This design comes from an exercise in tuning for small area, a short achievable clock period and few clock cycles per item on the open sky130 flow, not from production work.
RTL that was checked went through simulation tests only; none was proved equivalent to the original.
For run 6, only the layout was checked, not whether the RTL still works.
Power and IR drop assume default switching activity.

==> flow/design.v <==
`default_nettype none
package ugd_pkg;
    localparam int SAMPLE_W  = 32;
    localparam int FRAC_BITS = 16;
    localparam int TOL_W     = 16;
    localparam int ERR_W     = 2;
    localparam int STEP_W = SAMPLE_W + 1;           
    localparam int DEV_W  = SAMPLE_W + 2;           
    localparam int CMP_W  = SAMPLE_W + 3;           
    localparam int NUM_W  = SAMPLE_W + 3;           
    localparam int MAG_W  = SAMPLE_W + 2;           
    localparam int DVD_W  = MAG_W + FRAC_BITS;      
    localparam int Q_W    = SAMPLE_W + 1;           
    localparam int CNT_W  = $clog2(DVD_W + 1);
    localparam logic [Q_W-1:0] SAT_POS = {2'b00, {(SAMPLE_W-1){1'b1}}};
    localparam logic [Q_W-1:0] SAT_NEG = {2'b01, {(SAMPLE_W-1){1'b0}}};
    localparam logic [TOL_W-1:0] TOL_RESET = TOL_W'(1);
    typedef enum logic [ERR_W-1:0] {
        ERR_OK       = 2'd0,
        ERR_FEW      = 2'd1,
        ERR_ZERO     = 2'd2,
        ERR_NONUNI   = 2'd3
    } t_err;
endpackage
`default_nettype wire
`default_nettype none
import ugd_pkg::*;
module ugd_add #(parameter int N = 35)
(
    input  wire logic [N-1:0] a,
    input  wire logic [N-1:0] b,
    input  wire logic         ci,
    output logic      [N-1:0] s
);
    localparam int M = N + 1;                
    localparam int L = $clog2(M);
    logic [M-1:0] g [0:L];
    logic [M-1:0] p [0:L];
    logic [M-1:0] p0;
    always_comb begin
        g[0] = {a & b, ci};
        p[0] = {a ^ b, 1'b0};
        p0   = p[0];
        for (int l = 0; l < L; l++) begin
            for (int i = 0; i < M; i++) begin
                if ((i >> l) & 1) begin
                    g[l+1][i] = g[l][i] | (p[l][i] & g[l][((i >> l) << l) - 1]);
                    p[l+1][i] = p[l][i] & p[l][((i >> l) << l) - 1];
                end else begin
                    g[l+1][i] = g[l][i];
                    p[l+1][i] = p[l][i];
                end
            end
        end
        for (int i = 1; i < M; i++) begin
            s[i-1] = p0[i] ^ g[L][i-1];
        end
    end
endmodule
module uniform_grid_derivative
(
    input  wire logic                       i_clk,
    input  wire logic                       i_rst_n,
    input  wire logic                       i_cfg_wr_en,
    input  wire logic [ugd_pkg::TOL_W-1:0]           i_cfg_wr_data,
    input  wire logic                       i_in_valid,
    output logic                            o_in_ready,
    input  wire logic signed [ugd_pkg::SAMPLE_W-1:0] i_voltage_sample,
    input  wire logic signed [ugd_pkg::SAMPLE_W-1:0] i_current_sample,
    input  wire logic                       i_sequence_end,
    output logic                            o_out_valid,
    input  wire logic                       i_out_ready,
    output logic signed [ugd_pkg::SAMPLE_W-1:0]      o_derivative,
    output logic [ugd_pkg::ERR_W-1:0]                o_error_code,
    output logic                            o_run_last
);
    localparam int W = 35;
    localparam int S_A    = 0;    
    localparam int S_ACC0 = 1;    
    localparam int S_ACC1 = 2;    
    localparam int S_ACCN = 3;    
    localparam int S_B0   = 4;    
    localparam int S_B1   = 5;    
    localparam int S_B2   = 6;    
    localparam int S_B3   = 7;    
    localparam int S_F2   = 8;    
    localparam int S_F3   = 9;    
    localparam int S_D0V  = 10;   
    localparam int S_D0C  = 11;   
    localparam int S_D0   = 12;   
    localparam int S_DIV  = 13;   
    localparam int S_CVA  = 14;   
    localparam int S_CVB  = 15;   
    localparam int S_LCR  = 16;   
    localparam int S_LCE  = 17;   
    localparam int S_L1   = 18;   
    localparam int S_L2   = 19;   
    localparam int S_L3   = 20;   
    localparam int NS     = 21;
    typedef enum logic [2:0] {
        ACT_NONE  = 3'd0,
        ACT_CLEAR = 3'd1,    
        ACT_BREAK = 3'd2,    
        ACT_P0    = 3'd3,    
        ACT_P1    = 3'd4,    
        ACT_SHIFT = 3'd5,    
        ACT_ENDJ  = 3'd6     
    } t_act;
    logic [NS-1:0] r_st, n_st;
    t_act   r_act, n_act;
    logic   r_ready, n_ready;
    logic [TOL_W-1:0]   r_tol;
    logic signed [33:0] r_e, n_e;           
    logic signed [32:0] r_h, n_h;           
    logic signed [31:0] r_i1, n_i1, r_i0, n_i0;
    logic [1:0]         r_pts, n_pts;
    logic               r_brk, n_brk;
    logic               r_pc, n_pc, r_pl, n_pl;
    logic signed [W-1:0] r_rem, n_rem;
    logic [31:0]         r_q, n_q;
    logic [3:0]          r_cnt, n_cnt;
    logic                r_sub, n_sub;
    logic                r_ex, n_ex, r_gneg, n_gneg, r_dn, n_dn, r_jlast, n_jlast;
    logic                r_conv, n_conv, r_sat, n_sat;
    logic                r_lead, n_lead;
    logic                r_out_valid, n_out_valid;
    logic [1:0]          r_out_err, n_out_err;
    logic                r_out_last, n_out_last;
    logic signed [W-1:0] pa_x, pa_y, pa, pa_top;
    localparam int K_XV = 0;
    localparam int K_XC = 1;
    localparam int K_XI0 = 2;
    localparam int K_XR = 3;
    localparam int K_XE = 4;
    localparam int K_YE = 5;
    localparam int K_YH = 6;
    localparam int K_YI0 = 7;
    localparam int K_YI1 = 8;
    localparam int K_Y4R = 9;
    localparam int K_INV = 10;
    localparam int K_RPA = 11;
    localparam int K_RTOP = 12;
    localparam int K_RT2 = 13;
    localparam int K_QLD = 14;
    localparam int K_QSH = 15;
    localparam int K_EWR = 16;
    localparam int K_Y4RN = 17;
    localparam int NK = 18;
    logic [NK-1:0] r_sel, n_sel;
    logic xv, xc, xi0, xr, xe, ye, yh, yi0, yi1, y4r, y4rn, pa_inv;
    function automatic logic [NK-1:0] sel_of(input logic [NS-1:0] st);
        sel_of = '0;
        sel_of[K_XV]  = st[S_A] | st[S_ACC0] | st[S_ACC1] | st[S_D0V];
        sel_of[K_XC]  = st[S_B3] | st[S_F2] | st[S_CVA] | st[S_D0C];
        sel_of[K_XI0] = st[S_B2];
        sel_of[K_XR]  = st[S_F3] | st[S_L3] | st[S_LCR];
        sel_of[K_XE]  = st[S_LCE] | st[S_L1] | st[S_L2];
        sel_of[K_YE]  = st[S_A];
        sel_of[K_YH]  = st[S_ACC1] | st[S_D0V];
        sel_of[K_YI0] = st[S_B3] | st[S_F3] | st[S_CVA] | st[S_LCE] | st[S_L3];
        sel_of[K_YI1] = st[S_B2] | st[S_L1];
        sel_of[K_Y4R] = st[S_F2];
        sel_of[K_Y4RN] = st[S_L2];
        sel_of[K_INV] = st[S_A] | st[S_B2] | st[S_B3] | st[S_F3] | st[S_CVA] | st[S_LCE]
              | st[S_L1] | st[S_L2] | st[S_L3];
        sel_of[K_RPA]  = st[S_A] | st[S_B2] | st[S_F2] | st[S_CVA] | st[S_L1] | st[S_L2];
        sel_of[K_RTOP] = st[S_B3] | st[S_F3] | st[S_LCR] | st[S_LCE] | st[S_L3];
        sel_of[K_RT2]  = st[S_D0V] | st[S_D0C] | st[S_D0] | st[S_DIV];
        sel_of[K_QLD]  = st[S_B3] | st[S_F3] | st[S_LCR] | st[S_LCE] | st[S_L3];
        sel_of[K_QSH]  = st[S_D0V] | st[S_D0C] | st[S_D0] | st[S_DIV];
        sel_of[K_EWR]  = st[S_ACC0] | st[S_ACC1] | st[S_D0V] | st[S_D0C];
    endfunction
    always_comb begin
        xv  = r_sel[K_XV];
        xc  = r_sel[K_XC];
        xi0 = r_sel[K_XI0];
        xr  = r_sel[K_XR];
        xe  = r_sel[K_XE];
        ye  = r_sel[K_YE];
        yh  = r_sel[K_YH];
        yi0 = r_sel[K_YI0];
        yi1 = r_sel[K_YI1];
        y4r = r_sel[K_Y4R];
        y4rn = r_sel[K_Y4RN];
        pa_inv = r_sel[K_INV];
        pa_x = ({W{xv}}  & W'(i_voltage_sample))
             | ({W{xc}}  & W'(i_current_sample))
             | ({W{xi0}} & W'(r_i0))
             | ({W{xr}}  & r_rem)
             | ({W{xe}}  & W'(r_e));
        pa_y = ({W{ye}}   & ~(W'(r_e)))
             | ({W{yh}}   & W'(r_h))
             | ({W{yi0}}  & ~(W'(r_i0)))
             | ({W{yi1}}  & ~(W'(r_i1)))
             | ({W{y4r}}  & (r_rem <<< 2))
             | ({W{y4rn}} & ~(r_rem <<< 2));
    end
    ugd_add #(.N(W)) u_pa (.a(pa_x), .b(pa_y), .ci(pa_inv), .s(pa));
    assign pa_top = W'(signed'(pa[W-1:16]));
    logic [W-1:0] dvs, dx, d2x, cs_s, cs_c, t1, ta, tb, t2;
    logic [W-1:0] base2;
    logic         sub2, qb1, qb2, rem_zero, t_zero;
    assign base2 = {r_rem[W-3:0], r_q[31], r_q[30]};
    assign dvs  = W'(signed'({r_h, 1'b0}));
    assign dx   = dvs ^ {W{r_sub}};
    assign d2x  = (dvs << 1) ^ {W{r_sub}};
    always_comb begin
        for (int i = 0; i < W; i++) begin
            cs_s[i] = base2[i] ^ dx[i] ^ d2x[i];
            if (i > 0) cs_c[i] = (base2[i-1] & dx[i-1]) | (base2[i-1] & d2x[i-1]) | (dx[i-1] & d2x[i-1]);
        end
        cs_c[0] = r_sub;
    end
    ugd_add #(.N(W)) u_t1 (.a({r_rem[W-2:0], r_q[31]}),          .b(dx),  .ci(r_sub), .s(t1));
    ugd_add #(.N(W)) u_ta (.a(base2), .b(dx),  .ci(r_sub), .s(ta));
    ugd_add #(.N(W)) u_tb (.a(cs_s), .b(cs_c), .ci(r_sub), .s(tb));
    assign sub2 = (t1[W-1] == r_h[32]);
    logic t2b;                               
    assign t2b  = (sub2 == r_sub);
    assign t2   = t2b ? tb : ta;
    assign qb1  = ~(t1[W-1] ^ r_dn);
    assign qb2  = ~(t2[W-1] ^ r_dn);
    assign rem_zero = (r_rem == '0);
    logic [W-1:0] dvm, dsm, skmask, base;
    logic [9:0]   nz, nsm;
    logic [35:0]  dvp;
    logic         skip_ok;
    assign dvm  = dvs ^ {W{r_h[32]}};
    assign dvp  = {1'b0, dvm};
    always_comb begin
        for (int k = 0; k < 9; k++) nz[k] = |dvp[4*k +: 4];
        nz[9] = 1'b0;
        nsm = nz;
        for (int k = 1; k < 16; k = k * 2) nsm = nsm | (nsm >> k);
        for (int i = 0; i < W; i++) begin
            dsm[i] = nsm[i / 4 + 1];
            for (int j = i; j < 4 * (i / 4) + 4 && j < W; j++) dsm[i] = dsm[i] | dvm[j];
        end
    end
    assign skmask  = ~(dsm >> 10);           
    assign skip_ok = r_lead && dsm[10] && (((r_rem ^ {W{r_rem[W-1]}}) & skmask) == '0);
    assign base    = {r_rem[W-9:0], r_q[31:24]};
    assign t_zero   = (t1 == '0);
    logic        exact, qneg, corr;
    logic [32:0] r33;
    logic [31:0] res;
    assign exact = r_ex || rem_zero;
    assign qneg  = r_gneg ^ r_dn;
    assign corr  = r_dn ^ (r_gneg & ~exact);
    assign r33   = {r_q[31], r_q} + 33'(corr);
    always_comb begin
        if (r_sat)                   res = qneg ? 32'h8000_0000 : 32'h7fff_ffff;
        else if (r33[32] != r33[31]) res = 32'h7fff_ffff;
        else                         res = r33[31:0];
    end
    logic        hi_same, too_far, out_free;
    logic [15:0] dmag;
    assign hi_same  = (r_rem[W-1:16] == '0) || (r_rem[W-1:16] == '1);
    assign dmag     = r_rem[15:0] ^ {16{r_rem[W-1]}};
    assign too_far  = !hi_same || (r_rem[W-1] ? (dmag >= r_tol) : (dmag > r_tol));
    assign out_free = !r_out_valid || i_out_ready;
    logic d0, dlast, dexit, sat0, load, emit, skip;
    logic rs_t2, rs_base, rs_pa, rs_top, qs_sh, qs_sk, qs_cv, qs_ld;
    logic [1:0] emit_code;
    logic load_sig;
    always_comb begin
        n_st        = '0;
        n_act       = r_act;
        n_ready     = 1'b0;
        n_e         = r_e;
        n_h         = r_h;
        n_i1        = r_i1;
        n_i0        = r_i0;
        n_pts       = r_pts;
        n_brk       = r_brk;
        n_pc        = r_pc;
        n_pl        = r_pl;
        n_rem       = r_rem;
        n_q         = r_q;
        n_cnt       = r_cnt;
        n_sub       = r_sub;
        n_ex        = r_ex;
        n_gneg      = r_gneg;
        n_dn        = r_dn;
        n_jlast     = r_jlast;
        n_conv      = 1'b0;
        n_sat       = r_sat;
        n_lead      = r_lead;
        n_out_valid = r_out_valid && !i_out_ready;
        n_out_err   = r_out_err;
        n_out_last  = r_out_last;
        emit        = 1'b0;
        emit_code   = 2'd0;
        load        = 1'b0;
        load_sig    = 1'b0;
        if (r_ready) begin
            case (r_act)
                ACT_CLEAR, ACT_ENDJ: begin n_pts = 2'd0; n_brk = 1'b0; end
                ACT_BREAK: n_brk = 1'b1;
                ACT_P0: begin n_i1 = i_current_sample; n_pts = 2'd1; end
                ACT_P1: begin n_i0 = r_i1; n_i1 = i_current_sample; n_pts = 2'd2; end
                ACT_SHIFT: begin n_i0 = r_i1; n_i1 = i_current_sample; n_pts = 2'd3; end
                default: ;
            endcase
        end
        if (r_sel[K_EWR]) begin
            n_e = pa[33:0];
        end
        if (r_st[S_A]) begin                                 
            if (r_pts == 2'd1) n_h = pa[32:0];
            if (!i_in_valid) begin
                n_st[S_A] = 1'b1;
            end else if (r_brk) begin
                n_act = i_sequence_end ? ACT_CLEAR : ACT_NONE;
                n_ready = 1'b1; n_st[S_ACCN] = 1'b1;
            end else begin
                case (r_pts)
                    2'd0: begin
                        if (i_sequence_end) n_st[S_B0] = 1'b1;
                        else begin
                            n_act = ACT_P0; n_ready = 1'b1; n_st[S_ACC0] = 1'b1;
                        end
                    end
                    2'd1: n_st[S_B1] = 1'b1;
                    2'd2: n_st[S_B2] = 1'b1;
                    default: n_st[S_B3] = 1'b1;
                endcase
            end
        end
        if (r_st[S_ACC0] | r_st[S_ACC1] | r_st[S_ACCN]) n_st[S_A] = 1'b1;
        if (r_st[S_B0]) begin
            if (out_free) begin
                emit = 1'b1; emit_code = ERR_FEW;
                n_act = ACT_CLEAR; n_ready = 1'b1; n_st[S_ACCN] = 1'b1;
            end else n_st[S_A] = 1'b1;
        end
        if (r_st[S_B1]) begin
            if (i_sequence_end || rem_zero) begin
                if (out_free) begin
                    emit = 1'b1; emit_code = i_sequence_end ? ERR_FEW : ERR_ZERO;
                    n_act = i_sequence_end ? ACT_CLEAR : ACT_BREAK;
                    n_ready = 1'b1; n_st[S_ACCN] = 1'b1;
                end else n_st[S_A] = 1'b1;
            end else begin
                n_act = ACT_P1; n_ready = 1'b1; n_st[S_ACC1] = 1'b1;
            end
        end
        if (r_st[S_B2] | r_st[S_B3]) begin
            n_pc = r_st[S_B2];
            n_pl = i_sequence_end;
            if (too_far) begin
                if (out_free) begin
                    emit = 1'b1; emit_code = ERR_NONUNI;
                    n_act = i_sequence_end ? ACT_CLEAR : ACT_BREAK;
                    n_ready = 1'b1; n_st[S_ACCN] = 1'b1;
                end else n_st[S_A] = 1'b1;
            end else if (r_st[S_B2]) begin
                n_st[S_F2] = 1'b1;                           
            end else if (out_free) begin
                n_act = i_sequence_end ? ACT_ENDJ : ACT_SHIFT;
                n_ready = 1'b1;
                if (i_sequence_end) n_st[S_D0C] = 1'b1; else n_st[S_D0V] = 1'b1;
            end else n_st[S_A] = 1'b1;
        end
        if (r_st[S_B3]) begin
            n_gneg = pa[W-1];
            n_dn   = r_h[32];
            n_ex   = 1'b0;
            n_cnt  = 4'd0;
            n_jlast = 1'b0;
        end
        if (r_st[S_F2]) begin                                
            n_st[S_F3] = 1'b1;
        end
        if (r_st[S_F3]) begin
            if (out_free) begin
                load = 1'b1; load_sig = 1'b1;                
                if (r_pl) begin
                    n_act = ACT_ENDJ; n_ready = 1'b1; n_st[S_D0C] = 1'b1;
                end else n_st[S_D0V] = 1'b1;
            end else n_st[S_F3] = 1'b1;
        end
        if (r_st[S_CVA]) begin                               
            n_act = ACT_SHIFT; n_ready = 1'b1;
            n_st[S_LCR] = 1'b1;
        end
        if (r_st[S_CVB]) n_st[S_LCE] = 1'b1;
        if (r_st[S_LCR] | r_st[S_LCE]) begin
            if (out_free) begin
                load = 1'b1; n_pc = 1'b0; n_st[S_D0] = 1'b1;
            end else begin
                if (r_st[S_LCR]) n_st[S_LCR] = 1'b1; else n_st[S_LCE] = 1'b1;
            end
        end
        if (r_st[S_L1]) begin                                
            n_st[S_L2] = 1'b1;
        end
        if (r_st[S_L2]) begin                                
            n_st[S_L3] = 1'b1;
        end
        if (r_st[S_L3]) begin
            if (out_free) begin
                load = 1'b1; load_sig = 1'b1;                
                n_pl = 1'b0; n_st[S_D0] = 1'b1;
            end else n_st[S_L3] = 1'b1;
        end
        if (load || r_st[S_B3]) n_lead = 1'b1;
        if (load) begin
            n_gneg  = pa[W-1];
            n_dn    = r_h[32] ^ load_sig;
            n_ex    = 1'b0;
            n_cnt   = 4'd0;
            n_jlast = r_st[S_L3];
        end
        d0    = r_st[S_D0V] | r_st[S_D0C] | r_st[S_D0];
        skip  = r_sel[K_RT2] && skip_ok;
        sat0  = qb1 ^ r_gneg ^ r_dn;                         
        dlast = skip ? (r_cnt >= 4'd12) : (r_st[S_DIV] && r_cnt == 4'd15);
        dexit = dlast || (d0 && sat0 && !skip);
        if (d0 | r_st[S_DIV]) begin
            if (skip) n_ex = (r_ex || rem_zero) && (r_q[31:24] == 8'd0);
            else      n_ex = (((r_ex || rem_zero) && !r_q[31]) || t_zero) && !r_q[30];
            n_cnt  = r_cnt + (skip ? 4'd4 : 4'd1);
            n_lead = skip;
            if (d0) n_sat = sat0 && !skip;
            if (dexit) begin
                n_conv = 1'b1;
                case ({r_pc, r_pl})
                    2'b11:   n_st[S_CVB] = 1'b1;
                    2'b10:   n_st[S_CVA] = 1'b1;
                    2'b01:   n_st[S_L1]  = 1'b1;
                    default: n_st[S_A]   = 1'b1;
                endcase
            end else begin
                n_st[S_DIV] = 1'b1;
            end
        end
        rs_t2   = r_sel[K_RT2] && !skip;
        rs_base = skip;
        rs_pa   = r_sel[K_RPA];
        rs_top  = r_sel[K_RTOP] && (out_free || r_st[S_B3]);
        if (rs_t2 || rs_base || rs_pa || rs_top)
            n_rem = ({W{rs_t2 && t2b}} & tb) | ({W{rs_t2 && !t2b}} & ta)
                  | ({W{rs_base}} & base) | ({W{rs_pa}} & pa) | ({W{rs_top}} & pa_top);
        qs_sh   = r_sel[K_QSH] && !skip;
        qs_sk   = skip;
        qs_cv   = r_conv;
        qs_ld   = out_free && r_sel[K_QLD] && !(r_st[S_B3] && too_far);
        if (qs_sh || qs_sk || qs_cv || qs_ld || (out_free && emit))
            n_q = ({32{qs_sh}} & {r_q[29:0], qb1, qb2}) | ({32{qs_sk}} & {r_q[23:0], {8{qneg}}})
                | ({32{qs_cv}} & res) | ({32{qs_ld}} & {pa[15:0], 16'd0});
        n_sel = sel_of(n_st);
        n_sub = ((rs_t2 & t2[W-1]) | (skip & base[W-1]) | (r_sel[K_RTOP] & pa[W-1])) == r_h[32];
        if (emit) begin
            n_out_valid = 1'b1;
            n_out_err   = emit_code;
            n_out_last  = 1'b1;
        end
        if (r_conv) begin
            n_out_valid = 1'b1;
            n_out_err   = ERR_OK;
            n_out_last  = r_jlast;
        end
    end
    always_ff @(posedge i_clk) begin
        if (!i_rst_n) begin
            r_st        <= NS'(1) << S_A;
            r_sel       <= sel_of(NS'(1) << S_A);
            r_ready     <= 1'b0;
            r_tol       <= TOL_RESET;
            r_pts       <= 2'd0;
            r_brk       <= 1'b0;
            r_pc        <= 1'b0;
            r_pl        <= 1'b0;
            r_conv      <= 1'b0;
            r_out_valid <= 1'b0;
        end else begin
            r_st        <= n_st;
            r_sel       <= n_sel;
            r_ready     <= n_ready;
            if (i_cfg_wr_en) begin
                r_tol <= i_cfg_wr_data;
            end
            r_pts       <= n_pts;
            r_brk       <= n_brk;
            r_pc        <= n_pc;
            r_pl        <= n_pl;
            r_conv      <= n_conv;
            r_out_valid <= n_out_valid;
        end
    end
    always_ff @(posedge i_clk) begin
        r_act      <= n_act;
        r_e        <= n_e;
        r_h        <= n_h;
        r_i1       <= n_i1;
        r_i0       <= n_i0;
        r_rem      <= n_rem;
        r_q        <= n_q;
        r_cnt      <= n_cnt;
        r_sub      <= n_sub;
        r_ex       <= n_ex;
        r_gneg     <= n_gneg;
        r_dn       <= n_dn;
        r_jlast    <= n_jlast;
        r_sat      <= n_sat;
        r_lead     <= n_lead;
        r_out_err  <= n_out_err;
        r_out_last <= n_out_last;
    end
    assign o_in_ready   = r_ready;
    assign o_out_valid  = r_out_valid;
    assign o_derivative = r_q;
    assign o_error_code = r_out_err;
    assign o_run_last   = r_out_last;
endmodule
`default_nettype wire
==> flow/run.sh <==
#!/bin/bash
# synth_recipe.tcl (not shown) runs the flow's synth.tcl, then flattens the netlist and writes it again
# the make line also repeats each setting of config.mk as NAME=value (left out here)
make -C /OpenROAD-flow-scripts/flow DESIGN_CONFIG=/design/flow/config.mk WORK_HOME=/design/flow/orfs CLKGATE_MAP_FILE= SYNTH_SCRIPT=/design/flow/synth_recipe.tcl finish
==> flow/config.mk <==
export PLATFORM = sky130hd
export DESIGN_NAME = uniform_grid_derivative
export DESIGN_NICKNAME = uniform_grid_derivative
export VERILOG_FILES = /design/flow/design.v
export SDC_FILE = /design/flow/constraint.sdc
export NUM_CORES = 4
export LEC_CHECK = 0
export CAP_MARGIN = 20
export CORE_MARGIN = 2
export CORE_UTILIZATION = 60
export SETUP_SLACK_MARGIN = 2.4
export SLEW_MARGIN = 20
export SYNTH_HIERARCHICAL = 1
==> flow/constraint.sdc <==
create_clock -name core_clock -period 7.0 [get_ports {i_clk}]
set_input_delay 1.4000 -clock core_clock [delete_from_list [all_inputs] [get_ports {i_clk}]]
set_output_delay 1.4000 -clock core_clock [all_outputs]
set_load 0.01 [all_outputs]
==> flow_summary.ini, run 1 <==
[status]
outcome = complete, no violations

[setup_path]
crit_chain = clkdlybuf4s50_1 -> a222oi_1 -> nand2_1 -> ha_4 -> nand4_1 -> a211oi_2 -> o211ai_1 -> and2_1 -> fa_1 -> xnor2_1 -> a222oi_1 -> o21ai_1
r2r_end = r_sel[10]
end_kind = register
worstPathArrival_ns = 4.98
crit_fanout = 4
worstSetupStartpoint = i_voltage_sample[6]
cp-start-kind = input pin
slowest_stage = xnor2_1
max_stage_delay_ns = 0.77
critPathMostFrequentCell = a222oi_1
r2r_start = r_sub
path_depth = 12
path_buf_inv = 1
crit_family = compound AO/OA/AOI/OAI gates
reg2reg_depth = 16
critical_path_class = input pin to register
r2r_setup_slack_ns = 2.46
crit_path_end = r_rem[16]
worstPathRequired_ns = 7.43

[route]
drc = 0
routed_via_density = 6.865
detail-route-antenna-nets = 0
routed_wl_um = 76120
drtPass1Iterations = 10
num_vias = 20244
drt-wirelength-per-cell_um = 25.81
first_iter_violations = 2374

[sta]
finClkSkew_ns = 0.02175
max_freq_ghz = 0.2200
drv_slew = 0
hold_violations = 0
rsz0062_at_grt = yes
timing.final.crit_share = 0.6495
finalCriticalPeriod_ns = 4.546
finalSetupViolCount = 0
tightest_slew_ns = 1.089
slew_headroom = 0.2688
final.setup.tns_ns = 0

[power_and_ir_drop]
seq_power_share = 0.284
intPower_mw = 4.242
clockPowerShare = 0.233
power_switching_mw = 2.759
pwr-share-comb = 0.483
swShare = 0.3941
power_mw = 7.001
p_per_area_nw_per_um2 = 268.2
vdd_ir_drop_max_v = 0.0002458
leakage_nw = 10.37

[global_route]
grt_pass1_wl_um = 113200
grt_usage = 0.3820
overflow = 0
grt_pass1_vias = 19644
grt_max_degree = 68
antenna_found_initial = 1

[clock_tree]
path_clk_slew_ns = 0.07
cts-root-buf = clkbuf_16
htree_levels = 1
clock_latency_ns = 0.60
cts.sinks = 272
ctsLongestPathBuffers = 3
cts_made_buffers = 31
cts_tree = done

[placement]
numPortBuffers = 122
gp_congestion = 0.9619
dp_hpwl_um = 53510
placed_area_um2 = 23940

[die]
num_rows = 70
die_area_um2 = 38340
core_um2 = 36430
chipHeight_um = 195.8
die_w_um = 195.8
start_util = 0.6059
io-pin-count = 123

[synth]
synth_compound_area_frac = 0.2107
ys.flop_type = edfxtp_1
syn_inst = 2314
synthMuxAreaShare = 0.03497
syn_avg_cell_area_um2 = 9.540
ys_seq_area_frac = 0.3414
yosysUniqueCellTypes = 84
ys_async_sr_fraction = 0
yosys_warnings = 10
synth_top_family_by_area = compound AO/OA/AOI/OAI gates
synth_fa_ha_area_frac = 0.1386
synth-xor-area-share = 0.07776
synth_edf_count = 209
syn_area_um2 = 22080
syn_nets = 2611
synth-simple-area-share = 0.1516
synth_seq_cells = 272

[final_layout]
area_growth_pct = 18.27
drive_gt1_frac = 0.1319
nNetsFinal = 2753
stdcell_area_um2 = 26110

[job]
maxCapViolations = 0

[min_path]
hold_path.class = register to register
[repair_timing]
action / 4_1_cts / 5_1_grt
endpoints found under the hold margin: 0 / 0
pin swaps: 5 / 32
setup buffers: 15 / 27
gates cloned: 0 / 6
setup endpoints to repair: 81 / 106
gates resized for setup: 32 / 69
hold buffers: 0 / 0
[power by group through the flow]
stage	combinational [mW]	clock [mW]	sequential, mW
floorplan	2.08	0	2.05
global placement	2.92	0	2.06
detailed placement	2.98	0	2.06
CTS	3.10	1.64	1.99
global route	3.60	1.69	1.99
finish	3.38	1.63	1.99
[state kept, by name, indices dropped and copies added (netlist names), 2 cells and up]
name	flops
r_sel	15
r_h	33
r_rem	35
r_out_err	2
r_st	18
r_pts	2
r_i1	32
r_q	32
r_act	3
r_e	34
r_cnt	4
r_i0	32
r_tol	16
[layout make-up]
| type | instances | area (um^2) |
|---|---|---|
| multi-input cells | 1797 | 14310 |
| fillers | 2779 | 10330 |
| flip-flops and latches | 272 | 7543 |
| repair buffers | 226 | 2178 |
| clock buffers | 47 | 907.1 |
| well taps | 468 | 585.6 |
| inverters | 128 | 484.2 |
| clock inverters | 10 | 95.09 |
| diodes | 1 | 2.502 |
[cell families (layout without fill, tap and decap cells)]
group / count (synthesis) / count (layout)
mux: 71 / 71
simple gates: 689 / 690
flops: 272 / 272
other cells: 0 / 1
buf+inv: 246 / 411
fa+ha+maj: 211 / 211
compound gates: 629 / 629
xor+xnor: 196 / 196
[routing by layer]
metal  track usage  routed length, um  vias to the layer above
met5             0                 10                        -
met4        0.2323               5469                        2
met3       0.05621               6887                      324
met2        0.6329              35740                     1222
met1        0.4745              28010                     9774
li1              -                  -                     8922
[cells in the mapped netlist (6+ instances only)]
master | n | area, um^2
nand3_1 | 36 | 180.2
a222oi_1 | 50 | 500.5
a221o_1 | 17 | 170.2
nand2b_1 | 31 | 193.9
ha_1 | 155 | 1939
nand2_1 | 262 | 983.4
clkbuf_1 | 86 | 322.8
edfxtp_1 | 209 | 6276
o311ai_1 | 8 | 70.07
o21ai_1 | 8 | 40.04
inv_1 | 126 | 473.0
o21a_1 | 19 | 142.6
and3_1 | 29 | 181.4
nor2_1 | 115 | 431.7
and2_1 | 35 | 219.0
a311oi_1 | 12 | 105.1
mux2i_1 | 22 | 220.2
or2_2 | 7 | 43.79
fa_1 | 56 | 1121
a21oi_1 | 131 | 655.6
a22oi_1 | 47 | 352.8
a211oi_2 | 8 | 100.1
a211oi_1 | 27 | 202.7
nand4_1 | 22 | 137.6
o21bai_1 | 14 | 105.1
a31oi_1 | 12 | 75.07
a211o_1 | 7 | 61.31
a21oi_2 | 9 | 78.83
mux2_2 | 49 | 551.8
a22o_1 | 6 | 52.55
nor4_1 | 22 | 137.6
nor2b_1 | 27 | 168.9
a21o_1 | 30 | 225.2
or3_1 | 34 | 212.7
o31ai_1 | 8 | 60.06
o21ai_0 | 73 | 365.4
buf_4 | 10 | 75.07
nor3_1 | 40 | 200.2
a221oi_1 | 19 | 166.4
o211ai_1 | 27 | 202.7
xor2_1 | 114 | 998.5
buf_2 | 18 | 90.09
dfxtp_1 | 63 | 1261
xnor2_1 | 82 | 718.2
o22ai_1 | 44 | 275.3
[worst min-delay path by stage]
stage	endpoint	cells after the start	start	slack [ns]
after CTS	r_i0[2]	0	r_i1[2]	0.45
after global placement	r_i0[13]	0	r_i1[13]	0.42
final	r_i0[13]	0	r_i1[13]	0.45
after floorplan	r_i0[10]	0	r_i1[10]	0.42
after detailed placement	r_i0[2]	0	r_i1[2]	0.43
after global routing	r_i0[13]	0	r_i1[13]	0.46
[worst register-to-register path, cell delays in order, from the launching register on]
cell and delay, ns:
dfxtp_4 0.45, buf_16 0.22, xor2_4 0.24, ha_4 0.25, a21o_1 0.19, a221o_1 0.40, a221oi_4 0.31, o2bb2ai_2 0.10
a21o_4 0.22, a31o_1 0.24, a311oi_4 0.37, buf_4 0.19, buf_4 0.13, xor2_2 0.36, nor3_1 0.16, o21bai_1 0.29
a211o_1 0.33
[cells in the final DEF (no fill, tap or decap), types with 77 or more instances in the layout]
cell type / instances
xnor2_1: 77
ha_1: 146
buf_4: 92
xor2_1: 87
inv_1: 124
clkdlybuf4s50_1: 122
nor2_1: 112
nand2_1: 261
a21oi_1: 131
edfxtp_1: 209
[metrics by stage]
| stage | hold WS [ns] | utilization | cells | setup WS [ns] |
|---|---|---|---|---|
| after floorplan | 0.4207 | - | 2314 | 2.433 |
| after global placement | 0.4220 | 0.6571 | 2843 | 1.348 |
| after detailed placement | 0.4293 | 0.6571 | 2843 | 1.370 |
| after CTS | 0.4460 | 0.6928 | 2915 | 2.401 |
| after global routing | 0.4600 | 0.7165 | 2948 | 2.327 |
| final | 0.4470 | 0.7166 | 2949 | 2.454 |
Testbench counts, summed over its fixed seeds: cycles 39,783, items 3,235.
==> run 2, diff against run 1 <==
--- a/flow/config.mk
+++ b/flow/config.mk
@@ -9,5 +9,5 @@
 export CORE_MARGIN = 2
 export CORE_UTILIZATION = 60
-export SETUP_SLACK_MARGIN = 2.4
+export SETUP_SLACK_MARGIN = 2.0
 export SLEW_MARGIN = 20
 export SYNTH_HIERARCHICAL = 1
==> run 2 against run 1 <==
  * Via count down 2.3%
  * Synthesized cell count unchanged
  * Cell count down 0.95%
  * Setup slack worse by 0.35 ns
  * Critical path type unchanged
  * Largest power group unchanged
==> flow_summary.ini, run 2 <==
[power_and_ir_drop]
intPower_mw = 4.293
seq_power_share = 0.299
power_switching_mw = 2.687
leakage_nw = 10.14
swShare = 0.3850
p_per_area_nw_per_um2 = 275.0
vdd_ir_drop_max_v = 0.0001840
clockPowerShare = 0.260
pwr-share-comb = 0.440

[sta]
finalSetupViolCount = 0
final.setup.tns_ns = 0
tightest_slew_ns = 1.200
max_freq_ghz = 0.2042
finClkSkew_ns = 0.02121
slew_headroom = 0.1943
hold_violations = 0
drv_slew = 0
rsz0062_at_grt = no
timing.final.crit_share = 0.6995
finalCriticalPeriod_ns = 4.896

[clock_tree]
cts-root-buf = clkbuf_16
ctsLongestPathBuffers = 3
path_clk_slew_ns = 0.06
htree_levels = 1
postCtsHoldBufs = 0
cts_tree = done
cts.sinks = 272
clock_latency_ns = 0.61
cts_made_buffers = 31

[die]
start_util = 0.6059
num_rows = 70
chipHeight_um = 195.8
io-pin-count = 123
die_area_um2 = 38340
core_um2 = 36430
die_w_um = 195.8

[placement]
numPortBuffers = 122
dp_hpwl_um = 52110
gp_congestion = 0.9839

[setup_path]
worstPathArrival_ns = 5.36
end_kind = register
cp-start-kind = input pin
slowest_stage = xnor2_1
path_buf_inv = 1
max_stage_delay_ns = 0.91
crit_chain = clkdlybuf4s50_1 -> a222oi_1 -> nand2_1 -> ha_1 -> nand4_1 -> a211oi_2 -> o211ai_1 -> a21oi_2 -> a21o_1 -> a21oi_1 -> xnor2_1 -> a221oi_1 -> nand2_1
critical_path_class = input pin to register
crit_family = compound AO/OA/AOI/OAI gates
worstPathRequired_ns = 7.47
crit_fanout = 6
critPathMostFrequentCell = nand2_1
r2r_setup_slack_ns = 2.19

[synth]
syn_nets = 2611
yosysUniqueCellTypes = 84
synth_common_cells = nand2_1 (262), edfxtp_1 (209), ha_1 (155)
ys_seq_area_frac = 0.3414
synth_edf_count = 209
yosys_warnings = 10
netlist_top_cells_area = edfxtp_1 (28%), ha_1 (8.8%), dfxtp_1 (5.7%)
ys_async_sr_fraction = 0
post-synth-top-count-cell = nand2_1
netlist.area_leader.share = 0.2843
ys.flop_type = edfxtp_1
syn_inst = 2314
synth_top_area_cell = edfxtp_1
syn_area_um2 = 22080
syn_avg_cell_area_um2 = 9.540
synth_seq_cells = 272

[route]
routed_wl_um = 72930
first_iter_violations = 2350
drc = 0
detail-route-antenna-nets = 0
drtPass1Iterations = 11
routed_via_density = 6.774
drt-wirelength-per-cell_um = 24.97
num_vias = 19786

[global_route]
antenna_found_initial = 3
grt_pass1_wl_um = 111400
overflow = 0
grt_pass1_vias = 19415
grt_max_degree = 68
grt_usage = 0.3757

[final_layout]
nNetsFinal = 2723
layout_common_cells = nand2_1 (262), edfxtp_1 (209), ha_1 (153)
largest_reg_flops = 35
reg.largest.list = r_rem x35, r_e x34, r_h x33
fin_util = 0.6966
largest_register = r_rem
drive_gt1_frac = 0.1069
final_common_cell = nand2_1
area_growth_pct = 14.97

[status]
outcome = complete, no violations

[job]
maxCapViolations = 0

[min_path]
hold_path.class = register to register
-- run 2: what timing repair did --
action                     4_1_cts  5_1_grt
setup buffers                   11       14
gates cloned                     2        0
pin swaps                        3        1
setup endpoints to repair       81       76
resized for setup               18       25
hold endpoints to repair         0        0
-- run 2: cells by family (layout without fill, tap and decap cells) --
group           Yosys count  count (layout)  share of synthesized area
fa+ha+maj               211             211                     0.1386
simple gates            689             689                     0.1516
xor+xnor                196             197                    0.07776
mux                      71              71                    0.03497
other cells               0               2                          0
compound gates          629             629                     0.2107
flops                   272             272                     0.3414
buf+inv                 246             382                    0.04489
-- run 2: worst register-to-register path: stages, from the launching register on --
cell	delay [ns]
dfxtp_4	0.49
buf_4	0.32
xor2_2	0.37
ha_1	0.37
and3_1	0.19
and2_1	0.18
a221oi_4	0.30
o2bb2ai_2	0.09
a21o_4	0.21
a31o_1	0.24
a311oi_4	0.41
buf_4	0.26
xnor2_4	0.13
buf_4	0.21
mux2_2	0.36
a222oi_1	0.34
nand2_1	0.09
-- run 2: path summary, 6_finish.rpt --
| check | startpoint | cells past startpoint | to |
|---|---|---|---|
| setup / recovery | i_voltage_sample[6] | 13 | r_rem[20] |
| hold / removal | r_i1[15] | 0 | r_i0[15] |
| setup reg to reg | r_sub | 16 | r_rem[8] |
| hold reg to reg | r_i1[15] | 0 | r_i0[15] |
-- run 2: power groups by stage --
stage / logic, mW / registers [mW] / clock network [mW]
2_1_floorplan: 2.07 / 2.05 / 0
3_3_place_gp: 2.79 / 2.14 / 0
3_5_place_dp: 2.85 / 2.14 / 0
4_1_cts: 2.95 / 2.10 / 1.81
5_1_grt: 3.31 / 2.10 / 1.87
6_report: 3.07 / 2.09 / 1.82
-- run 2: per-layer routing --
layer | track usage | up-vias | share of wire | routed length [um]
li1 | - | 8883 | - | -
met1 | 0.4746 | 9437 | 0.38 | 27420
met2 | 0.6234 | 1184 | 0.47 | 33970
met3 | 0.06086 | 282 | 0.096 | 7011
met4 | 0.1964 | 0 | 0.062 | 4538
met5 | 0 | - | 0 | 0
-- run 2: layout make-up --
class | count | area [um^2]
Sequential cell | 272 | 7542
Fill cell | 2872 | 11050
Multi-Input combinational cell | 1797 | 13830
Antenna cell | 2 | 5.005
Inverter | 128 | 485.5
Tap cell | 468 | 585.6
Clock buffer | 41 | 900.9
Timing Repair Buffer | 196 | 1804
Clock inverter | 17 | 230.2
-- run 2: metrics by stage --
stage               area (um^2)  setup slack [ns]  total power, mW  hold WS (ns)  std cells
detailed placement        23780             1.075            4.990        0.4370       2834
global placement          23780             1.146            4.926        0.4328       2834
global route              25380             1.991            7.275        0.4576       2919
finish                    25380             2.104            6.980        0.4496       2921
floorplan                 22100             2.055            4.114        0.4207       2314
CTS                       25100             2.002            6.861        0.4499       2905
==> run 3, diff against run 2 <==
--- a/flow/config.mk
+++ b/flow/config.mk
@@ -9,5 +9,5 @@
 export CORE_MARGIN = 2
 export CORE_UTILIZATION = 60
-export SETUP_SLACK_MARGIN = 2.0
+export SETUP_SLACK_MARGIN = 2.5
 export SLEW_MARGIN = 20
 export SYNTH_HIERARCHICAL = 1
==> run 3 against run 2 <==
  * Hold slack lost 0.0022 ns
  * Count of clock-buffer cells in the layout down 5
  * First-iteration DRC count rose by 0.68%
  * Critical path depth increased by 4
  * Critical path type is now register to register
  * Largest power group unchanged
==> flow_summary.ini, run 3 <==
[final_layout]
fill_cells = 2641
layout_common_cells = nand2_1 (256), edfxtp_1 (209), ha_1 (128)
final_common_cell = nand2_1
register_area_um2 = 7546
multiInputGateArea_um2 = 14730
stdcell_area_um2 = 26920
nNetsFinal = 2790
largest_register = r_rem
area_growth_pct = 21.92
drive_gt1_frac = 0.1677
reg.largest.list = r_rem x35, r_e x34, r_h x33
largest_reg_flops = 35

[route]
num_vias = 20366
detail-route-antenna-nets = 0
drtPass1Iterations = 7
first_iter_violations = 2366
drt-wirelength-per-cell_um = 25.76
routed_wl_um = 77010
drc = 0
routed_via_density = 6.814

[setup_path]
critical_path_class = register to register
worstPathRequired_ns = 7.32
worstPathArrival_ns = 4.84
reg2reg_depth = 17
crit_fanout = 10
cp-start-kind = register
r2r_start = r_sub
r2r_setup_slack_ns = 2.47
r2r_end = r_rem[16]
end_kind = register

[power_and_ir_drop]
p_per_area_nw_per_um2 = 263.5
vdd_ir_drop_max_v = 0.0002260
leakage_nw = 10.70
power_mw = 7.092

[synth]
synthMuxAreaShare = 0.03497
syn_area_um2 = 22080
synth-simple-area-share = 0.1516
synth_common_cells = nand2_1 (262), edfxtp_1 (209), ha_1 (155)
ys_async_sr_fraction = 0
syn_avg_cell_area_um2 = 9.540
syn_inst = 2314
syn_nets = 2611
post-synth-top-count-cell = nand2_1
synth_seq_cells = 272
synth_top_family_by_area = compound AO/OA/AOI/OAI gates
synth-xor-area-share = 0.07776
synth_top_area_cell = edfxtp_1
synth_fa_ha_area_frac = 0.1386
synth_edf_count = 209
yosysUniqueCellTypes = 84
synth_compound_area_frac = 0.2107
ys_seq_area_frac = 0.3414
yosys_warnings = 10
ys.flop_type = edfxtp_1
netlist_top_cells_area = edfxtp_1 (28%), ha_1 (8.8%), dfxtp_1 (5.7%)
netlist.area_leader.share = 0.2843

[min_path]
holdPathStages = 0
hold_path.class = register to register
holdPathEnd = r_i0[13]
worstHoldStart = r_i1[13]

[job]
maxCapViolations = 0

[sta]
finalSetupViolCount = 0
slew_headroom = 0.1763
max_freq_ghz = 0.2209
timing.final.crit_share = 0.6467
tightest_slew_ns = 1.216
final.setup.tns_ns = 0
drv_slew = 0
hold_violations = 0
finClkSkew_ns = 0.02617
rsz0062_at_grt = yes
finalCriticalPeriod_ns = 4.527

[die]
start_util = 0.6059
die_area_um2 = 38340
chipHeight_um = 195.8
io-pin-count = 123
num_rows = 70
core_um2 = 36430
die_w_um = 195.8

[placement]
placed_area_um2 = 23990
dp_hpwl_um = 52930
gp_congestion = 0.9404
numPortBuffers = 122

[clock_tree]
htree_levels = 1
ctsLongestPathBuffers = 3
clock_latency_ns = 0.60
cts.sinks = 272
path_clk_slew_ns = 0.06
cts-root-buf = clkbuf_16
cts_tree = done
cts_made_buffers = 30

[global_route]
grt_pass1_vias = 19405
grt_max_degree = 68
grt_pass1_wl_um = 113400
antenna_found_initial = 0
grt_usage = 0.3839
overflow = 0

[status]
outcome = complete, no violations
## run 3: cell counts after synthesis
Identical to the previous run, type by type.
## run 3: worst max-delay path, cell delays in order, from the launching register on
cell and delay, ns:
dfxtp_4 0.42, buf_16 0.18, xor2_1 0.17, buf_4 0.19
ha_1 0.18, a21o_1 0.20, a221o_1 0.39, a221oi_4 0.34
o2bb2ai_2 0.09, a21o_4 0.21, a31o_1 0.23, a311oi_4 0.35
xnor2_4 0.17, buf_12 0.15, buf_12 0.14, mux2_2 0.37
a222oi_1 0.32, o21ai_0 0.15
## run 3: power by group
group	switching, mW	internal (mW)
Clock	0.700	0.870
Sequential	0.0898	1.90
Combinational	2.03	1.51
Total	2.82	4.28
## run 3: worst max path at each step
| stage | depth (start not counted) | endpoint | start |
|---|---|---|---|
| CTS | 15 | r_rem[12] | r_sub |
| floorplan | 16 | r_rem[14] | r_sub |
| detailed placement | 20 | r_q[27] | r_rem[26] |
| finish | 17 | r_rem[16] | r_sub |
| global placement | 20 | r_q[24] | r_rem[26] |
| global route | 16 | r_rem[16] | r_sub |
## run 3: kinds of logic after synthesis
logic type | Yosys count
AO/OA/AOI/OAI | 629
XOR/XNOR | 196
flip-flops | 272
AND/OR/NAND/NOR | 689
adder cells (fa/ha/maj) | 211
buffers and inverters | 246
multiplexers | 71
## run 3: through the flow
step / setup slack (ns) / instances / utilization / hold WS, ns
final: 2.473 / 2989 / 0.7387 / 0.4473
after detailed placement: 1.326 / 2847 / 0.6585 / 0.4274
after global routing: 2.346 / 2985 / 0.7385 / 0.4483
after floorplan: 2.499 / 2314 / - / 0.4207
after global placement: 1.318 / 2847 / 0.6585 / 0.4247
after CTS: 2.468 / 2933 / 0.7029 / 0.4421
## run 3: layer usage
layer  track usage  vias to the layer above  share of wire
li1              -                     9019              -
met1        0.4885                     9770           0.37
met2        0.6410                     1293           0.47
met3       0.06068                      284           0.10
met4        0.1866                        0          0.056
met5             0                        -              0
## run 3: timing repair
action | 4_1_cts | 5_1_grt
gates resized for setup | 54 | 121
hold buffers | 0 | 0
gates cloned | 4 | 6
setup endpoints to repair | 115 | 116
buffers inserted | 26 | 46
pin swaps | 17 | 101
## run 3: final cells by class
type                            instances  area share
Sequential cell                       272      0.2804
Multi-Input combinational cell       1798      0.5474
Antenna cell                            4   0.0003719
Clock inverter                         20    0.005392
Tap cell                              468     0.02176
Timing Repair Buffer                  263     0.09609
Clock buffer                           36     0.03031
Inverter                              128     0.01832
==> run 4, diff against run 3 <==
--- a/flow/config.mk
+++ b/flow/config.mk
@@ -9,5 +9,6 @@
 export CORE_MARGIN = 2
 export CORE_UTILIZATION = 60
-export SETUP_SLACK_MARGIN = 2.5
+export SETUP_SLACK_MARGIN = 2.25
 export SLEW_MARGIN = 20
 export SYNTH_HIERARCHICAL = 1
+export TNS_END_PERCENT = 10
==> run 4 against run 3 <==
  * Sequential share of layout area is 1.3 points higher
  * Setup slack worse by 0.17 ns
  * Clock power hardly changed
  * Non-clock buffer count is 30 lower
  * Synthesized cell count stayed put
  * Cell count is 1.2% lower
  * Area after synthesis stayed put
  * Routed wire length is 5.4% lower
  * Flip-flop and latch count stayed put
  * Critical path depth is 4 lower
  * Hold slack better by 0.00063 ns
==> flow_summary.ini, run 4 <==
[clock_tree]
cts_tree = done
cts-root-buf = clkbuf_16
ctsLongestPathBuffers = 3
cts_made_buffers = 30
htree_levels = 1
path_clk_slew_ns = 0.06
clock_latency_ns = 0.60
cts.sinks = 272

[setup_path]
crit_chain = clkdlybuf4s50_1 -> a222oi_1 -> nand2_1 -> ha_1 -> o211ai_1 -> a211oi_2 -> o211ai_1 -> a21oi_4 -> a21o_1 -> a21oi_1 -> xnor2_1 -> a221oi_1 -> nand2_1
worstPathArrival_ns = 5.14
critical_path_class = input pin to register
r2r_setup_slack_ns = 2.36
reg2reg_depth = 21
worstPathRequired_ns = 7.45
r2r_end = r_q[2]
slowest_stage = xnor2_1
cp-start-kind = input pin
r2r_start = r_rem[23]
crit_fanout = 6
end_kind = register
max_stage_delay_ns = 0.88

[global_route]
grt_max_degree = 68
grt_pass1_vias = 19611
overflow = 0
grt_pass1_wl_um = 111100
grt_usage = 0.3729
antenna_found_initial = 0

[synth]
syn_inst = 2314
syn_area_um2 = 22080
netlist_top_cells_area = edfxtp_1 (28%), ha_1 (8.8%), dfxtp_1 (5.7%)
synth_seq_cells = 272
ys.flop_type = edfxtp_1
post-synth-top-count-cell = nand2_1
synth_top_area_cell = edfxtp_1
synth_edf_count = 209
yosysUniqueCellTypes = 84
syn_avg_cell_area_um2 = 9.540
netlist.area_leader.share = 0.2843
syn_nets = 2611
ys_seq_area_frac = 0.3414
yosys_warnings = 10
synth_common_cells = nand2_1 (262), edfxtp_1 (209), ha_1 (155)
ys_async_sr_fraction = 0

[final_layout]
drive_gt1_frac = 0.1256
nNetsFinal = 2758
area_growth_pct = 16.40
reg.largest.list = r_rem x35, r_e x34, r_h x33
largest_register = r_rem
largest_reg_flops = 35
antenna_cells = 0
final_common_cell = nand2_1
layout_common_cells = nand2_1 (262), edfxtp_1 (209), ha_1 (153)

[sta]
max_freq_ghz = 0.2130
hold_violations = 0
timing.final.crit_share = 0.6706
rsz0062_at_grt = yes
slew_headroom = 0.2431
finClkSkew_ns = 0.02551
drv_slew = 0
final.setup.tns_ns = 0
tightest_slew_ns = 1.127
finalCriticalPeriod_ns = 4.694
finalSetupViolCount = 0

[route]
routed_via_density = 6.765
num_vias = 19976
drt-wirelength-per-cell_um = 24.66
detail-route-antenna-nets = 0
drtPass1Iterations = 9
first_iter_violations = 2218
drc = 0
routed_wl_um = 72820

[power_and_ir_drop]
seq_power_share = 0.295
vdd_ir_drop_max_v = 0.0002067
clockPowerShare = 0.235
p_per_area_nw_per_um2 = 265.1
leakage_nw = 10.26
pwr-share-comb = 0.469
swShare = 0.3903
intPower_mw = 4.153
power_switching_mw = 2.659
power_mw = 6.812

[die]
io-pin-count = 123
core_um2 = 36430
num_rows = 70
chipHeight_um = 195.8
die_area_um2 = 38340
start_util = 0.6059
die_w_um = 195.8

[placement]
gp_congestion = 0.9701
dp_hpwl_um = 52420
numPortBuffers = 122

[status]
outcome = complete, no violations

[min_path]
worstHoldStart = r_i1[8]
holdPathEnd = r_i0[8]
hold_path.class = register to register
holdPathStages = 0

[job]
maxCapViolations = 0
-- run 4: cell count changes in the layout (fill, tap and decap cells not counted), sizes merged --
cell           previous run  this run
clkdlybuf4s50           111       122
bufinv                    1         2
clkbuf                   41        42
dlymetal6s2s             10         0
inv                     129       124
diode                     4         0
and2                     41        40
buf                     136       110
nor2                    116       115
clkinv                   14        13
dlygate4sd2               1         0
-- run 4: how the worst max path moves through the flow --
stage	cells after the start	startpoint	endpoint	slack, ns
finish	13	i_voltage_sample[4]	r_rem[20]	2.31
global route	21	r_rem[28]	r_q[19]	2.20
CTS	20	r_rem[11]	r_q[19]	2.23
detailed placement	15	i_voltage_sample[6]	r_rem[33]	1.37
global placement	15	i_voltage_sample[6]	r_rem[33]	1.41
floorplan	21	r_rem[21]	r_q[8]	2.24
-- run 4: kinds of logic after synthesis --
group	share of synthesized area
compound gates	0.2107
fa+ha+maj	0.1386
mux	0.03497
flops	0.3414
xor+xnor	0.07776
buf+inv	0.04489
simple gates	0.1516
-- run 4: power by group through the flow --
stage / sequential (mW) / clock [mW] / combinational (mW)
5_1_grt: 2.01 / 1.67 / 3.44
3_3_place_gp: 2.14 / 0 / 2.79
2_1_floorplan: 2.05 / 0 / 2.07
4_1_cts: 2.05 / 1.61 / 2.99
3_5_place_dp: 2.15 / 0 / 2.85
6_report: 2.01 / 1.60 / 3.20
-- run 4: critical path: cells and delay by family --
| family | cells | cell delay, ns |
|---|---|---|
| adders and majority gates | 1 | 0.37 |
| AOI/OAI and AO/OA | 8 | 1.81 |
| xor gates and xnor gates | 1 | 0.88 |
| buffers and inverters | 1 | 0.45 |
| and+or+nand+nor | 2 | 0.23 |
-- run 4: final cells by class --
class / count / area, um^2
flip-flops and latches: 272 / 7543
well taps: 468 / 585.6
fillers: 2783 / 10740
inverters: 128 / 489.2
multi-input cells: 1796 / 13990
clock buffers: 41 / 832.0
repair buffers: 233 / 2091
clock inverters: 15 / 162.7
-- run 4: metal layers --
layer / share of wire / wire length [um] / vias up / global-route usage
li1: - / - / 8934 / -
met1: 0.38 / 27330 / 9594 / 0.4741
met2: 0.47 / 34490 / 1186 / 0.6255
met3: 0.095 / 6939 / 262 / 0.05209
met4: 0.056 / 4056 / 0 / 0.1871
met5: 0 / 0 / - / 0
-- run 4: stage by stage --
stage,cells,area [um^2],utilization,setup slack [ns],hold WS (ns)
global route,2953,25700,0.7053,2.196,0.4585
detailed placement,2838,23880,0.6555,1.371,0.4436
floorplan,2314,22180,-,2.241,0.4207
CTS,2914,25170,0.6908,2.231,0.4534
finish,2953,25700,0.7053,2.306,0.4480
global placement,2838,23880,0.6555,1.406,0.4248
-- run 4: repair_timing --
action,4_1_cts,5_1_grt
gates cloned,0,2
pin swaps,3,11
setup buffers,20,37
hold buffers,0,0
setup endpoints to repair,81,82
resized for setup,25,41
==> run 5, diff against run 4 <==
--- a/flow/config.mk
+++ b/flow/config.mk
@@ -12,3 +12,2 @@
 export SLEW_MARGIN = 20
 export SYNTH_HIERARCHICAL = 1
-export TNS_END_PERCENT = 10
==> run 5 against run 4 <==
  * Cell count fell by 0.54%
  * Critical path depth decreased by 1
  * Still clean on timing, DRC and antenna
  * Via count down 1.3%
  * Routed wire length grew 0.77%
  * Area after synthesis unchanged
  * Largest cell class unchanged
  * Non-clock buffer count fell by 17
==> flow_summary.ini, run 5 <==
[synth]
synth_seq_cells = 272
synth-simple-area-share = 0.1516
syn_avg_cell_area_um2 = 9.540
netlist_top_cells_area = edfxtp_1 (28%), ha_1 (8.8%), dfxtp_1 (5.7%)
syn_inst = 2314
syn_area_um2 = 22080
synth_compound_area_frac = 0.2107
synth_edf_count = 209
yosysUniqueCellTypes = 84
netlist.area_leader.share = 0.2843
ys.flop_type = edfxtp_1
synth_top_area_cell = edfxtp_1
syn_nets = 2611
synthMuxAreaShare = 0.03497
yosys_warnings = 10
synth_top_family_by_area = compound AO/OA/AOI/OAI gates
synth-xor-area-share = 0.07776
synth_fa_ha_area_frac = 0.1386
ys_async_sr_fraction = 0
post-synth-top-count-cell = nand2_1
ys_seq_area_frac = 0.3414
synth_common_cells = nand2_1 (262), edfxtp_1 (209), ha_1 (155)

[power_and_ir_drop]
p_per_area_nw_per_um2 = 270.2
leakage_nw = 10.23
vdd_ir_drop_max_v = 0.0002010
power_mw = 6.919

[setup_path]
cp-start-kind = input pin
r2r_start = r_rem[17]
worstPathRequired_ns = 7.43
critPathMostFrequentCell = a222oi_1
reg2reg_depth = 20
worstSetupStartpoint = i_voltage_sample[6]
r2r_end = r_q[13]
r2r_setup_slack_ns = 2.43
worstPathArrival_ns = 5.06
crit_fanout = 4
critical_path_class = input pin to register
slowest_stage = xnor2_1
max_stage_delay_ns = 0.80
end_kind = register
crit_chain = clkdlybuf4s50_1 -> a222oi_1 -> nand2_1 -> ha_4 -> nand4_1 -> a211oi_2 -> o211ai_1 -> and2_1 -> fa_1 -> xnor2_1 -> a222oi_1 -> o21ai_0

[placement]
numPortBuffers = 122
dp_hpwl_um = 53140
place_inst = 2852
gp_congestion = 0.9723

[global_route]
grt_max_degree = 68
overflow = 0
grt_pass1_wl_um = 111600
antenna_found_initial = 1
grt_pass1_vias = 19535
grt_usage = 0.3779

[min_path]
holdPathStages = 0
hold_path.class = register to register
holdPathEnd = r_i0[13]
worstHoldStart = r_i1[13]

[route]
drtPass1Iterations = 11
routed_wl_um = 73380
first_iter_violations = 2037
drt-wirelength-per-cell_um = 24.99
drc = 0
routed_via_density = 6.714
num_vias = 19720
detail-route-antenna-nets = 0

[sta]
finalCriticalPeriod_ns = 4.630
tightest_slew_ns = 1.089
hold_violations = 0
rsz0062_at_grt = yes
drv_slew = 0
finalSetupViolCount = 0
slew_headroom = 0.2691
timing.final.crit_share = 0.6614
final.setup.tns_ns = 0
max_freq_ghz = 0.2160
finClkSkew_ns = 0.02374

[final_layout]
instances_no_fill = 2937
reg.largest.list = r_rem x35, r_e x34, r_h x33
nNetsFinal = 2741
area_growth_pct = 16.02
layout_common_cells = nand2_1 (262), edfxtp_1 (209), ha_1 (152)
largest_register = r_rem
largest_reg_flops = 35
drive_gt1_frac = 0.1191
final_common_cell = nand2_1

[clock_tree]
postCtsHoldBufs = 0
htree_levels = 1
path_clk_slew_ns = 0.06
cts_tree = done
cts.sinks = 272
cts_made_buffers = 30
ctsLongestPathBuffers = 3
clock_latency_ns = 0.60
cts-root-buf = clkbuf_16

[die]
start_util = 0.6059
die_w_um = 195.8
die_area_um2 = 38340
num_rows = 70
io-pin-count = 123
chipHeight_um = 195.8
core_um2 = 36430

[status]
outcome = complete, no violations

[job]
maxCapViolations = 0
run 5: changes by cell type in the layout (fill, tap and decap cells not counted), moves of 4 or more:
cell and change:
buf_4 -13, buf_6 -4, clkinv_2 -6, xor2_4 -5
run 5: final cells by class:
class                           count  area (um^2)
Clock inverter                     12        163.9
Fill cell                        2844        10820
Clock buffer                       44        915.9
Sequential cell                   272         7543
Tap cell                          468        585.6
Antenna cell                        1        2.502
Timing Repair Buffer              216         1981
Inverter                          128        488.0
Multi-Input combinational cell   1796        13930
run 5: report_power, final:
part	internal, mW	switching, mW	total [mW]
combinational	1.33	1.89	3.21
clock	1.02	0.699	1.72
sequential	1.90	0.0867	1.99
run 5: cells by family after synthesis:
logic type	Yosys count
AO/OA/AOI/OAI	629
multiplexers	71
buffers and inverters	246
adder cells (fa/ha/maj)	211
XOR/XNOR	196
AND/OR/NAND/NOR	689
flip-flops	272
run 5: worst max-delay path, delay by kind of cell:
family          cells  cell delay [ns]
compound gates      5             1.12
xor+xnor            1             0.80
simple gates        3             0.58
fa+ha+maj           2             0.70
buf+inv             1             0.45
run 5: through the flow:
step	util	hold WS, ns	setup WS [ns]	area (um^2)
after detailed placement	0.6584	0.4323	1.398	23990
after CTS	0.6927	0.4493	2.244	25240
after global routing	0.7029	0.4564	2.182	25610
after global placement	0.6584	0.4252	1.534	23990
after floorplan	-	0.4207	2.348	22180
final	0.7030	0.4580	2.370	25610
run 5: worst max path at each step:
| stage | end | slack, ns | cells past startpoint |
|---|---|---|---|
| after floorplan | r_q[8] | 2.35 | 21 |
| after global placement | r_rem[32] | 1.53 | 15 |
| after detailed placement | r_rem[33] | 1.40 | 15 |
| after CTS | r_rem[2] | 2.24 | 16 |
| after global routing | r_rem[16] | 2.18 | 14 |
| final | r_rem[16] | 2.37 | 12 |
run 5: repair_timing:
action / 4_1_cts / 5_1_grt
pin swaps: 5 / 8
setup buffers: 13 / 14
cloned: 0 / 1
setup endpoints to repair: 82 / 119
resized for setup: 15 / 36
run 5: routing by layer:
layer / track usage / up-vias / part of all wire
li1: - / 8908 / -
met4: 0.2093 / 2 / 0.063
met3: 0.06533 / 271 / 0.094
met2: 0.6242 / 1146 / 0.47
met1: 0.4727 / 9393 / 0.37
met5: 0 / - / 0.00012
==> run 6, diff against run 5 <==
--- a/flow/design.v
+++ b/flow/design.v
@@ -58,4 +58,36 @@
     end
 endmodule
+module ugd_add_ks #(parameter int N = 35)
+(
+    input  wire logic [N-1:0] a,
+    input  wire logic [N-1:0] b,
+    input  wire logic         ci,
+    output logic      [N-1:0] s
+);
+    localparam int M = N + 1;                
+    localparam int L = $clog2(M);
+    logic [M-1:0] g [0:L];
+    logic [M-1:0] p [0:L];
+    logic [M-1:0] p0;
+    always_comb begin
+        g[0] = {a & b, ci};
+        p[0] = {a ^ b, 1'b0};
+        p0   = p[0];
+        for (int l = 0; l < L; l++) begin
+            for (int i = 0; i < M; i++) begin
+                if (i >= (1 << l)) begin
+                    g[l+1][i] = g[l][i] | (p[l][i] & g[l][i - (1 << l)]);
+                    p[l+1][i] = p[l][i] & p[l][i - (1 << l)];
+                end else begin
+                    g[l+1][i] = g[l][i];
+                    p[l+1][i] = p[l][i];
+                end
+            end
+        end
+        for (int i = 1; i < M; i++) begin
+            s[i-1] = p0[i] ^ g[L][i-1];
+        end
+    end
+endmodule
 module uniform_grid_derivative
 (
@@ -212,5 +244,5 @@
         cs_c[0] = r_sub;
     end
-    ugd_add #(.N(W)) u_t1 (.a({r_rem[W-2:0], r_q[31]}),          .b(dx),  .ci(r_sub), .s(t1));
+    ugd_add_ks #(.N(W)) u_t1 (.a({r_rem[W-2:0], r_q[31]}),          .b(dx),  .ci(r_sub), .s(t1));
     ugd_add #(.N(W)) u_ta (.a(base2), .b(dx),  .ci(r_sub), .s(ta));
     ugd_add #(.N(W)) u_tb (.a(cs_s), .b(cs_c), .ci(r_sub), .s(tb));
--- a/flow/config.mk
+++ b/flow/config.mk
@@ -9,5 +9,5 @@
 export CORE_MARGIN = 2
 export CORE_UTILIZATION = 60
-export SETUP_SLACK_MARGIN = 2.25
+export SETUP_SLACK_MARGIN = 2.5
 export SLEW_MARGIN = 20
 export SYNTH_HIERARCHICAL = 1
==> run 6 against run 5 <==
  * Clock power decreased by 6%
  * Clock skew up 0.016 ns
  * Power grew 38%
  * Area after synthesis is 2.9% higher
  * Register-to-register slack improved by 0.04 ns
  * Cell area rose by 6.5%
  * Die area increased by 2.9%
==> flow_summary.ini, run 6 <==
[sta]
final.setup.tns_ns = 0
finalCriticalPeriod_ns = 4.528
max_freq_ghz = 0.2209
finClkSkew_ns = 0.03979
slew_headroom = 0.3186
timing.final.crit_share = 0.6468
hold_violations = 0
rsz0062_at_grt = yes
tightest_slew_ns = 1.015
drv_slew = 0
finalSetupViolCount = 0

[synth]
ys_seq_area_frac = 0.3317
netlist.area_leader.share = 0.2762
syn_inst = 2440
yosys_warnings = 13
synth_common_cells = nand2_1 (242), edfxtp_1 (209), a21oi_1 (177)
synth_top_area_cell = edfxtp_1
yosysUniqueCellTypes = 91
syn_area_um2 = 22720
syn_avg_cell_area_um2 = 9.312
ys_async_sr_fraction = 0
synth_edf_count = 209
post-synth-top-count-cell = nand2_1
syn_nets = 2733
netlist_top_cells_area = edfxtp_1 (28%), ha_1 (8.6%), dfxtp_1 (5.6%)
ys.flop_type = edfxtp_1
synth_seq_cells = 272

[setup_path]
crit_fanout = 10
slowest_stage = edfxtp_1
worstSetupStartpoint = r_rem[0]
worstPathRequired_ns = 7.37
crit_chain = nor4_1 -> nand4_1 -> nor3_4 -> nor2_1 -> nand2_1 -> xnor2_1 -> ha_2 -> ha_2 -> nand3_2 -> or3_4 -> nor3_4 -> nand2_1 -> o21a_1 -> ha_4 -> or3_1 -> mux2i_1 -> o22ai_1 -> a21o_1
crit_family = simple AND/OR/NAND/NOR gates
path_buf_inv = 0
worstPathArrival_ns = 4.89
r2r_end = r_q[29]
end_kind = register
cp-start-kind = register
critical_path_class = register to register
r2r_setup_slack_ns = 2.47
reg2reg_depth = 18
r2r_start = r_rem[0]
max_stage_delay_ns = 0.43

[route]
drc = 0
routed_wl_um = 78060
num_vias = 20887
routed_via_density = 6.677
drtPass1Iterations = 7
detail-route-antenna-nets = 0
drt-wirelength-per-cell_um = 24.96
first_iter_violations = 2042

[power_and_ir_drop]
vdd_ir_drop_max_v = 0.0003266
leakage_nw = 10.98
p_per_area_nw_per_um2 = 350.4
power_mw = 9.558

[global_route]
grt_max_degree = 64
overflow = 0
grt_pass1_wl_um = 116100
antenna_found_initial = 0
grt_pass1_vias = 20273
grt_usage = 0.3834

[clock_tree]
cts-root-buf = clkbuf_16
ctsLongestPathBuffers = 3
cts_tree = done
clock_latency_ns = 0.61
cts.sinks = 272
path_clk_slew_ns = 0.06
cts_made_buffers = 30
postCtsHoldBufs = 0
htree_levels = 1

[placement]
numPortBuffers = 122
dp_hpwl_um = 55310
gp_congestion = 0.9883

[die]
chipHeight_um = 198.6
io-pin-count = 123
die_w_um = 198.6
start_util = 0.6061
core_um2 = 37490
num_rows = 71
die_area_um2 = 39440

[final_layout]
nNetsFinal = 2884
layout_common_cells = nand2_1 (241), edfxtp_1 (209), a21oi_1 (171)
largest_register = r_rem
reg.largest.list = r_rem x35, r_e x34, r_h x33
drive_gt1_frac = 0.1373
final_common_cell = nand2_1
area_growth_pct = 20.04
fill_cells = 2838
largest_reg_flops = 35

[min_path]
hold_path.class = register to register
holdPathEnd = r_i0[9]
holdPathStages = 0
worstHoldStart = r_i1[9]

[status]
outcome = complete, no violations

[job]
maxCapViolations = 0
-- run 6: kinds of logic after synthesis --
kind of cell / Yosys count / synth area share
AOI/OAI and AO/OA: 700 / 0.2163
xor gates and xnor gates: 206 / 0.08007
adders and majority gates: 207 / 0.1308
buffers and inverters: 257 / 0.04670
DFF: 272 / 0.3317
muxes: 98 / 0.04438
and+or+nand+nor: 700 / 0.1500
-- run 6: layout make-up --
cell class / instances / area [um^2] / share of cell area
inverters: 125 / 471.7 / 0.01729
well taps: 511 / 639.4 / 0.02344
multi-input cells: 1913 / 15260 / 0.5596
flip-flops and latches: 272 / 7543 / 0.2766
diodes: 2 / 5.005 / 0.0001835
clock inverters: 14 / 143.9 / 0.005275
clock buffers: 42 / 850.8 / 0.03119
repair buffers: 249 / 2357 / 0.08643
-- run 6: layer usage --
metal	wire length [um]	global-route usage
met1	28740	0.4776
met5	0	0
met3	7337	0.05934
met2	36730	0.6405
met4	5260	0.2090
-- run 6: worst reg2reg max path: stages (launching register included) --
cell and delay [ns]:
edfxtp_1 0.43, nor4_1 0.39, nand4_1 0.23, nor3_4 0.32
nor2_1 0.14, nand2_1 0.11, xnor2_1 0.13, ha_2 0.24
ha_2 0.23, nand3_2 0.14, or3_4 0.41, nor3_4 0.19
nand2_1 0.11, o21a_1 0.21, ha_4 0.28, or3_1 0.32
mux2i_1 0.14, o22ai_1 0.10, a21o_1 0.19
-- run 6: repair_timing --
item,in CTS,in global routing
setup endpoints to repair,113,93
gates cloned,3,2
gates resized for setup,55,104
pin swaps,17,65
setup buffers,38,42
-- run 6: worst max-delay path by stage --
| stage | end | cells after the start |
|---|---|---|
| 3_5_place_dp | r_rem[31] | 13 |
| 5_1_grt | r_q[29] | 20 |
| 2_1_floorplan | r_rem[34] | 15 |
| 3_3_place_gp | r_rem[28] | 14 |
| 4_1_cts | r_q[29] | 19 |
| 6_report | r_q[29] | 18 |
-- run 6: report_power, final --
group | total (mW) | switching [mW] | internal, mW
clock network | 1.61 | 0.691 | 0.923
logic | 5.85 | 3.43 | 2.42
registers | 2.10 | 0.143 | 1.95
-- run 6: through the flow --
| stage | util | instance area (um^2) | instances | hold WS, ns | setup slack (ns) |
|---|---|---|---|---|---|
| 6_report | 0.7276 | 27270 | 3128 | 0.4462 | 2.472 |
| 5_1_grt | 0.7274 | 27270 | 3126 | 0.4470 | 2.308 |
| 4_1_cts | 0.6992 | 26210 | 3081 | 0.4277 | 2.423 |
| 3_5_place_dp | 0.6516 | 24430 | 2984 | 0.4388 | 1.119 |
| 3_3_place_gp | 0.6514 | 24420 | 2984 | 0.4321 | 1.090 |
| 2_1_floorplan | - | 22840 | 2440 | 0.4207 | 2.505 |

-- port drivers added, routing unchanged --
Ports are ideal in the flow. The routed layouts listed here were re-timed in OpenROAD.
Step 1: set_driving_cell puts a clkbuf_16 on i_clk and a buf_2 on each other input, an assumption about the parent block.
Step 2, shift: input delay + t, output delay - t, t = (earliest + latest rising clock arrival at the registers) / 2. This alone moves slack from input paths to output paths.
a / b / c = no drivers / after step 1 / after step 2; a / b = the first two.
| run | t (ns) | slack for setup (ns) |
|---|---|---|
| run 1 | 0.651 | 2.454 / 2.456 / 1.836 |
| run 2 | 0.661 | 2.104 / 2.137 / 1.476 |
| run 3 | 0.641 | 2.473 / 2.473 / 1.879 |
| run 4 | 0.645 | 2.306 / 2.340 / 1.694 |
| run 5 | 0.645 | 2.370 / 2.405 / 1.760 |
| run 6 | 0.649 | 2.472 / 2.472 / 1.922 |
After both steps every run listed still meets setup and hold.
